Source: an optimization exercise on an open RTL-to-GDS flow (aim: small area, a short achievable clock period and few clock cycles per item). Production flows keep margins and buffers that such runs may drop.
Where RTL was checked, it was by simulation tests only, not by an equivalence proof against the original.
Power and IR drop assume default switching activity.

==> flow/design.v (excerpt) <==
module pattern_date_time_parser_top (
    input  logic                i_clk,
    input  logic                i_rst_n,
    input  logic                i_in_valid,
    output logic                o_in_stall,
    input  logic [8:0]          i_in_data,
    output logic                o_out_valid,
    input  logic                i_out_stall,
    output logic [50:0]         o_out_data,
    input  logic                i_cfg_wr_en,
    input  logic [0:0]          i_cfg_index,
    input  logic [63:0]         i_cfg_wdata
);
Size: roughly 170 flip-flops, ~130 I/O pins, roughly 9500 µm² of cells after synthesis.
export LEC_CHECK = 0
export CAP_MARGIN = 20
export CORE_MARGIN = 2
export CORE_UTILIZATION = 40
export SLEW_MARGIN = 20
create_clock -name core_clock -period 10.5 [get_ports {i_clk}]
standard.sh (not shown) runs the stock make flow with config.mk's settings and CLKGATE_MAP_FILE= SYNTH_SCRIPT=/design/flow/synth_recipe.tcl, a recipe that flattens the netlist after the stock synthesis.
==> flow/flow/run.sh <==
#!/bin/bash
# Own layout flow: the standard ORFS flow (standard.sh), unchanged except
#  - port buffers use a small fast buffer cell (every port still gets one);
set -euo pipefail
export BUFFER_PORTS_ARGS="-buffer_cell sky130_fd_sc_hd__buf_2"
export SETUP_SLACK_MARGIN=7.5
bash standard.sh > standard.log 2>&1
The first run passed the timing, design-rule and antenna checks.
Rerun with:
--- a/flow/design.v
+++ b/flow/design.v
@@ -83,23 +83,24 @@
     logic        day_ok, valid;
     logic [13:0] n_year;
     logic        n_leap, n_ynz;
     logic [6:0]  n_month, n_day, n_hour, n_minute, n_second;
     logic [1:0]  n_mc;
     logic [2:0]  n_dc;
     logic        n_hok, n_mok, n_sok;
     logic [15:0] fld;            
     logic [16:0] nf;             
-    logic [95:0] ent;            
-    logic [47:0] ent1, ent2, ent3;
-    logic [5:0]  w0, w1, w2;
+    logic [79:0] ent;            
+    logic [39:0] ent1, ent2, ent3;
+    logic [4:0]  w0, w1, w2;
     logic [4:0]  idx_p1, idx_p2, idx_n;
     logic        ge_p2, ge_p3;
+    logic        e_l1, e_l2;
     function automatic logic [13:0] mul10_add(input logic [9:0] y, input logic [3:0] d);
         logic [13:0] a, b, c, s, cy, p, g, pp, gg, pn, gn;
         a  = {1'b0, y, 3'b000};
         b  = {3'b000, y, 1'b0};
         c  = {10'd0, d};
         s  = a ^ b ^ c;
         cy = {((a[12:0] & b[12:0]) | (a[12:0] & c[12:0]) | (b[12:0] & c[12:0])), 1'b0};
         p  = s ^ cy;
         g  = s & cy;
@@ -119,36 +120,38 @@
     endfunction
     assign step = i_valid && (!r_ov || !i_out_stall);
     always_comb begin
         for (int i = 0; i < 16; i++)
             fld[i] = (5'(i) < i_len) && pdtp_pkg::is_field(i_codes[4*i +: 4]);
         nf[16] = 1'b1;
         for (int i = 15; i >= 0; i--)
             nf[i] = nf[i + 1] && !fld[i];
         for (int i = 0; i < 16; i++)
-            ent[6*i +: 6] = {5'(i) < i_len, nf[i + 1], i_codes[4*i +: 4]};
+            ent[5*i +: 5] = {nf[i + 1], i_codes[4*i +: 4]};
         for (int k = 0; k < 8; k++) begin
-            ent1[6*k +: 6] = ent[6*(2*k+1) +: 6];
-            ent2[6*k +: 6] = (k < 7) ? ent[6*(2*k+2) +: 6] : 6'b010000;
-            ent3[6*k +: 6] = (k < 7) ? ent[6*(2*k+3) +: 6] : 6'b010000;
+            ent1[5*k +: 5] = ent[5*(2*k+1) +: 5];
+            ent2[5*k +: 5] = (k < 7) ? ent[5*(2*k+2) +: 5] : 5'b10000;
+            ent3[5*k +: 5] = (k < 7) ? ent[5*(2*k+3) +: 5] : 5'b10000;
         end
     end
     always_comb begin
-        w0   = ent1[6*r_idx[3:1] +: 6];
-        w1   = ent2[6*r_idx[3:1] +: 6];
-        w2   = ent3[6*r_idx[3:1] +: 6];
-        act1 = r_idx[0] ? w1[5] : w0[5];
-        act2 = r_idx[0] ? w2[5] : w1[5];
+        w0   = ent1[5*r_idx[3:1] +: 5];
+        w1   = ent2[5*r_idx[3:1] +: 5];
+        w2   = ent3[5*r_idx[3:1] +: 5];
         c1   = r_idx[0] ? w1[3:0] : w0[3:0];
         c2   = r_idx[0] ? w2[3:0] : w1[3:0];
         ge_p2 = r_idx[0] ? w1[4] : w0[4];
         ge_p3 = r_idx[0] ? w2[4] : w1[4];
         cz   = i_codes[3:0];
+        e_l1   = r_idx == 5'(i_len - 5'd1);
+        e_l2   = r_idx == 5'(i_len - 5'd2);
+        act1   = r_act && !e_l1;
+        act2   = r_act && !e_l1 && !e_l2;
         actz   = i_len != 5'd0;
         idx_p1 = 5'(r_idx + 5'd1);
         idx_p2 = 5'(r_idx + 5'd2);
         run    = !r_failed && r_act;
         f0     = pdtp_pkg::is_field(r_c0);
         flex0  = pdtp_pkg::is_flex(r_c0);
         y4     = (r_c0 == pdtp_pkg::C_CODE_YYYY);
         yy     = (r_c0 == pdtp_pkg::C_CODE_YY);
         isyear = yy || y4;
@@ -171,19 +174,19 @@
         wry    = run && isyear;
         idx_n    = adv1 ? idx_p1 : p2 ? (t2 ? idx_p2 : idx_p1) : r_idx;
         n_n      = s_fl0d ? 2'd1 : (s_fl1d || s_fxd) ? 2'd0 :
                    s_fxm ? 2'(r_n + 2'd1) : p2 ? {1'b0, t2b} : r_n;
         bad_n    = s_fxd ? 1'b0 : s_fxm ? badn : p2 ? t2b : r_bad;
         failed_n = s_fl0n || (p2 && t2f) || r_failed;
         matched = !r_failed && r_ge1 &&
                   (!r_act || !f0 || (flex0 && (r_n[0] || i_dig)) || (!flex0 && done_fx));
         hi = (flex0 && r_n == 2'd0) ? 4'd0 : r_a;
-        v7 = (flex0 && r_n == 2'd0) ? 7'(i_d) : badn ? 7'd0 : 7'(7'(i_d) + 7'(r_a) * 7'd10);
+        v7 = (badn && !(flex0 && r_n == 2'd0)) ? 7'd0 : 7'(7'(i_d) + 7'(hi) * 7'd10);
         y_mac = mul10_add(r_year[9:0], i_d);
         vy   = badn ? (yy ? 14'd1900 : 14'd0) :
                (r_n == 2'd0) ? (yy ? 14'(8'd190 + 8'(i_d)) : 14'(i_d)) : y_mac;
         if (badn)
             vynz = yy;
         else if (r_n == 2'd0)
             vynz = yy || (i_d != 4'd0);
         else
             vynz = r_ynz || (i_d != 4'd0);
=> The new run finished clean. Clock power came out lower by about 1%. Setup slack is worse by 0.035 ns. Worst hold slack is better by 0.0068 ns. Total power is higher by 1.8%. First-iteration DRC count went up by 17%. Global-route usage decreases by 0.16 points. Sequential share of layout area went down by 0.70 points.
Testbench counts after the change, summed over its fixed seeds: cycles 233,137, chars 233,009.
For the first run of this note, only the layout was checked, not whether the RTL still works.


pattern_date_time_parser_top, a different RTL version from the one above (not shown whole).
Size in the first run: ~910 cells after synthesis, ~160 flip-flops, about 130 I/O pins.
// pattern_date_time_parser_top
module pattern_date_time_parser_top (
    input  logic                i_clk,
    input  logic                i_rst_n,
    input  logic                i_in_valid,
    output logic                o_in_stall,
    input  logic [8:0]          i_in_data,
    output logic                o_out_valid,
    input  logic                i_out_stall,
    output logic [50:0]         o_out_data,
    input  logic                i_cfg_wr_en,
    input  logic [0:0]          i_cfg_index,
    input  logic [63:0]         i_cfg_wdata
);
    logic [63:0] r_codes;
    logic [4:0]  r_len;          
    logic        r_cz;           
    logic [4:0]  len;            
    logic        r_hv;           
    logic [5:0]  r_head;
    logic        r_stall;
    logic        hv_n, last_n, first_n, ov_n, first, ov;
    logic [5:0]  in_item;
    logic        in_dig;
    logic        step;
    logic        head_load;
    always_ff @(posedge i_clk) begin
        if (!i_rst_n) begin
            r_len <= '0;
  ...
Settings: LEC_CHECK=0, CAP_MARGIN=20, CORE_MARGIN=2, CORE_UTILIZATION=40, CTS_BUF_LIST=sky130_fd_sc_hd__clkbuf_8, CTS_CLUSTER_SIZE=30, SLEW_MARGIN=20; clock period 10.5 ns.
==> flow/flow/run.sh <==
#!/bin/bash
# Own layout flow: the standard ORFS flow (standard.sh), unchanged except
#  - port buffers use a small fast buffer cell (every port still gets one);
set -euo pipefail
export BUFFER_PORTS_ARGS="-buffer_cell sky130_fd_sc_hd__buf_2"
export SETUP_SLACK_MARGIN=7.3
bash standard.sh > standard.log 2>&1
The baseline finished clean.
Testbench counts at the start, summed over its fixed seeds: cycles 233,181, chars 233,009.
Change:
--- a/flow/design.v
+++ b/flow/design.v
@@ -58,20 +58,21 @@
     logic [6:0]  r_month, r_day, r_hour, r_minute, r_second;
     logic [1:0]  r_mc;
     logic [2:0]  r_dc;
     logic        r_hok, r_mok, r_sok;
     logic        r_matched, r_valid;
     logic        zl, ld_y, ld_mon, ld_day, ld_hour, ld_min, ld_sec, ld_res;
     logic        exempt, fstep, k_base;
     logic [6:0]  t7;
     logic [3:0]  lo;
     logic        zero7;
+    logic        sel_z, sel_1, sel_2, sel_k;
     logic        step;
     logic [3:0]  c1, c2, cz;
     logic        act1, act2, actz;
     logic        run;
     logic        f0, flex0, y4, yy, isyear, f1, flex1;
     logic        badn, done_fx;
     logic        s_skip, s_fl0d, s_fl0n, s_fl1d, p2, s_fxd, s_fxm, adv1;
     logic        t2, t2f, t2b;
     logic [1:0]  n_n;
     logic        bad_n, failed_n;
@@ -274,40 +275,30 @@
                 r_n      <= i_last ? 2'd0 : n_n;
                 r_bad    <= i_last ? 1'b0 : bad_n;
                 r_failed <= i_last ? 1'b0 : failed_n;
                 r_fresh  <= i_last;
             end
             if (fstep)
                 r_clr    <= i_last;
             r_ov <= (step && i_last) || (r_ov && i_out_stall);
         end
     end
+    always_comb begin
+        sel_z = (step && i_last) || (!step && r_idx == 5'd0);
+        sel_1 = step && !i_last && (adv1 || (p2 && !t2));
+        sel_2 = step && !i_last && p2 && t2;
+        sel_k = !step ? (r_idx != 5'd0) : (!i_last && !adv1 && !p2);
+    end
     always_ff @(posedge i_clk) begin
-        if (step) begin
-            if (i_last) begin
-                r_c0  <= cz;
-                r_act <= actz;
-                r_ge1 <= nf[1];
-            end else if (adv1 || (p2 && !t2)) begin
-                r_c0  <= c1;
-                r_act <= act1;
-                r_ge1 <= ge_p2;
-            end else if (p2) begin
-                r_c0  <= c2;
-                r_act <= act2;
-                r_ge1 <= ge_p3;
-            end
-        end else if (r_idx == 5'd0) begin
-            r_c0  <= cz;
-            r_act <= actz;
-            r_ge1 <= nf[1];
-        end
+        r_c0  <= ({4{sel_z}} & cz) | ({4{sel_1}} & c1) | ({4{sel_2}} & c2) | ({4{sel_k}} & r_c0);
+        r_act <= (sel_z & actz) | (sel_1 & act1) | (sel_2 & act2) | (sel_k & r_act);
+        r_ge1 <= (sel_z & nf[1]) | (sel_1 & ge_p2) | (sel_2 & ge_p3) | (sel_k & r_ge1);
     end
     always_ff @(posedge i_clk) begin
         if (step)
             r_a      <= i_d;
         if (fstep) begin
             r_ynz    <= n_ynz;
             r_leap   <= n_leap;
             r_mc     <= n_mc;
             r_dc     <= n_dc;
             r_hok    <= n_hok;
After rerunning: Critical path depth stays the same. Via count went up by 3.9%. Utilization came out lower by 0.38 points. First-iteration DRC count came out lower by about 10%. Worst setup slack loses 0.022 ns. Wire length rises by 3.0%. Clock power rose by 6.3%. Total power is about the same. Final area came out higher by about 2%. Synthesized cell count rose by 4.5%. Register-to-register slack improves by 0.09 ns.
Only the layout flow was run in the second run of this note; the RTL was not checked for function there.

-- static timing again, ports no longer ideal --
No port has a modelled driver above. Below, the same layouts with a new extraction and two added sets of constraints. Step 1, drivers: a clkbuf_16 drives i_clk and a buf_2 each remaining input, both assumed. Step 2 adds t to the input delays and takes it off the output delays; t is the mean of the earliest and latest rising clock arrival at the registers after step 1. Input paths then give back, and output paths get back, about the clock's delay inside the block. a / b / c = no drivers / after step 1 / after step 2; a / b = the first two.
run	shift t [ns]	setup WS [ns]	hold slack, ns	worst register clock-pin slew, ns	worst data-port slew with drivers (ns)
the first run of note 1	0.473	7.380 / 7.334 / 6.917	0.473 / 0.473 / 0.473	0.08 / 0.08	0.06
the second run of note 1	0.476	7.345 / 7.297 / 7.043	0.480 / 0.480 / 0.480	0.07 / 0.07	0.07
the first run of note 2	0.518	7.361 / 7.318 / 7.139	0.476 / 0.476 / 0.476	0.11 / 0.11	0.04
the second run of note 2	0.510	7.339 / 7.300 / 7.137	0.480 / 0.480 / 0.480	0.11 / 0.11	0.04
After both steps every run listed still meets setup and hold. The setup slack of the first run of note 1, which loses most, moves by -0.046 ns with the drivers and by -0.463 ns with both steps.
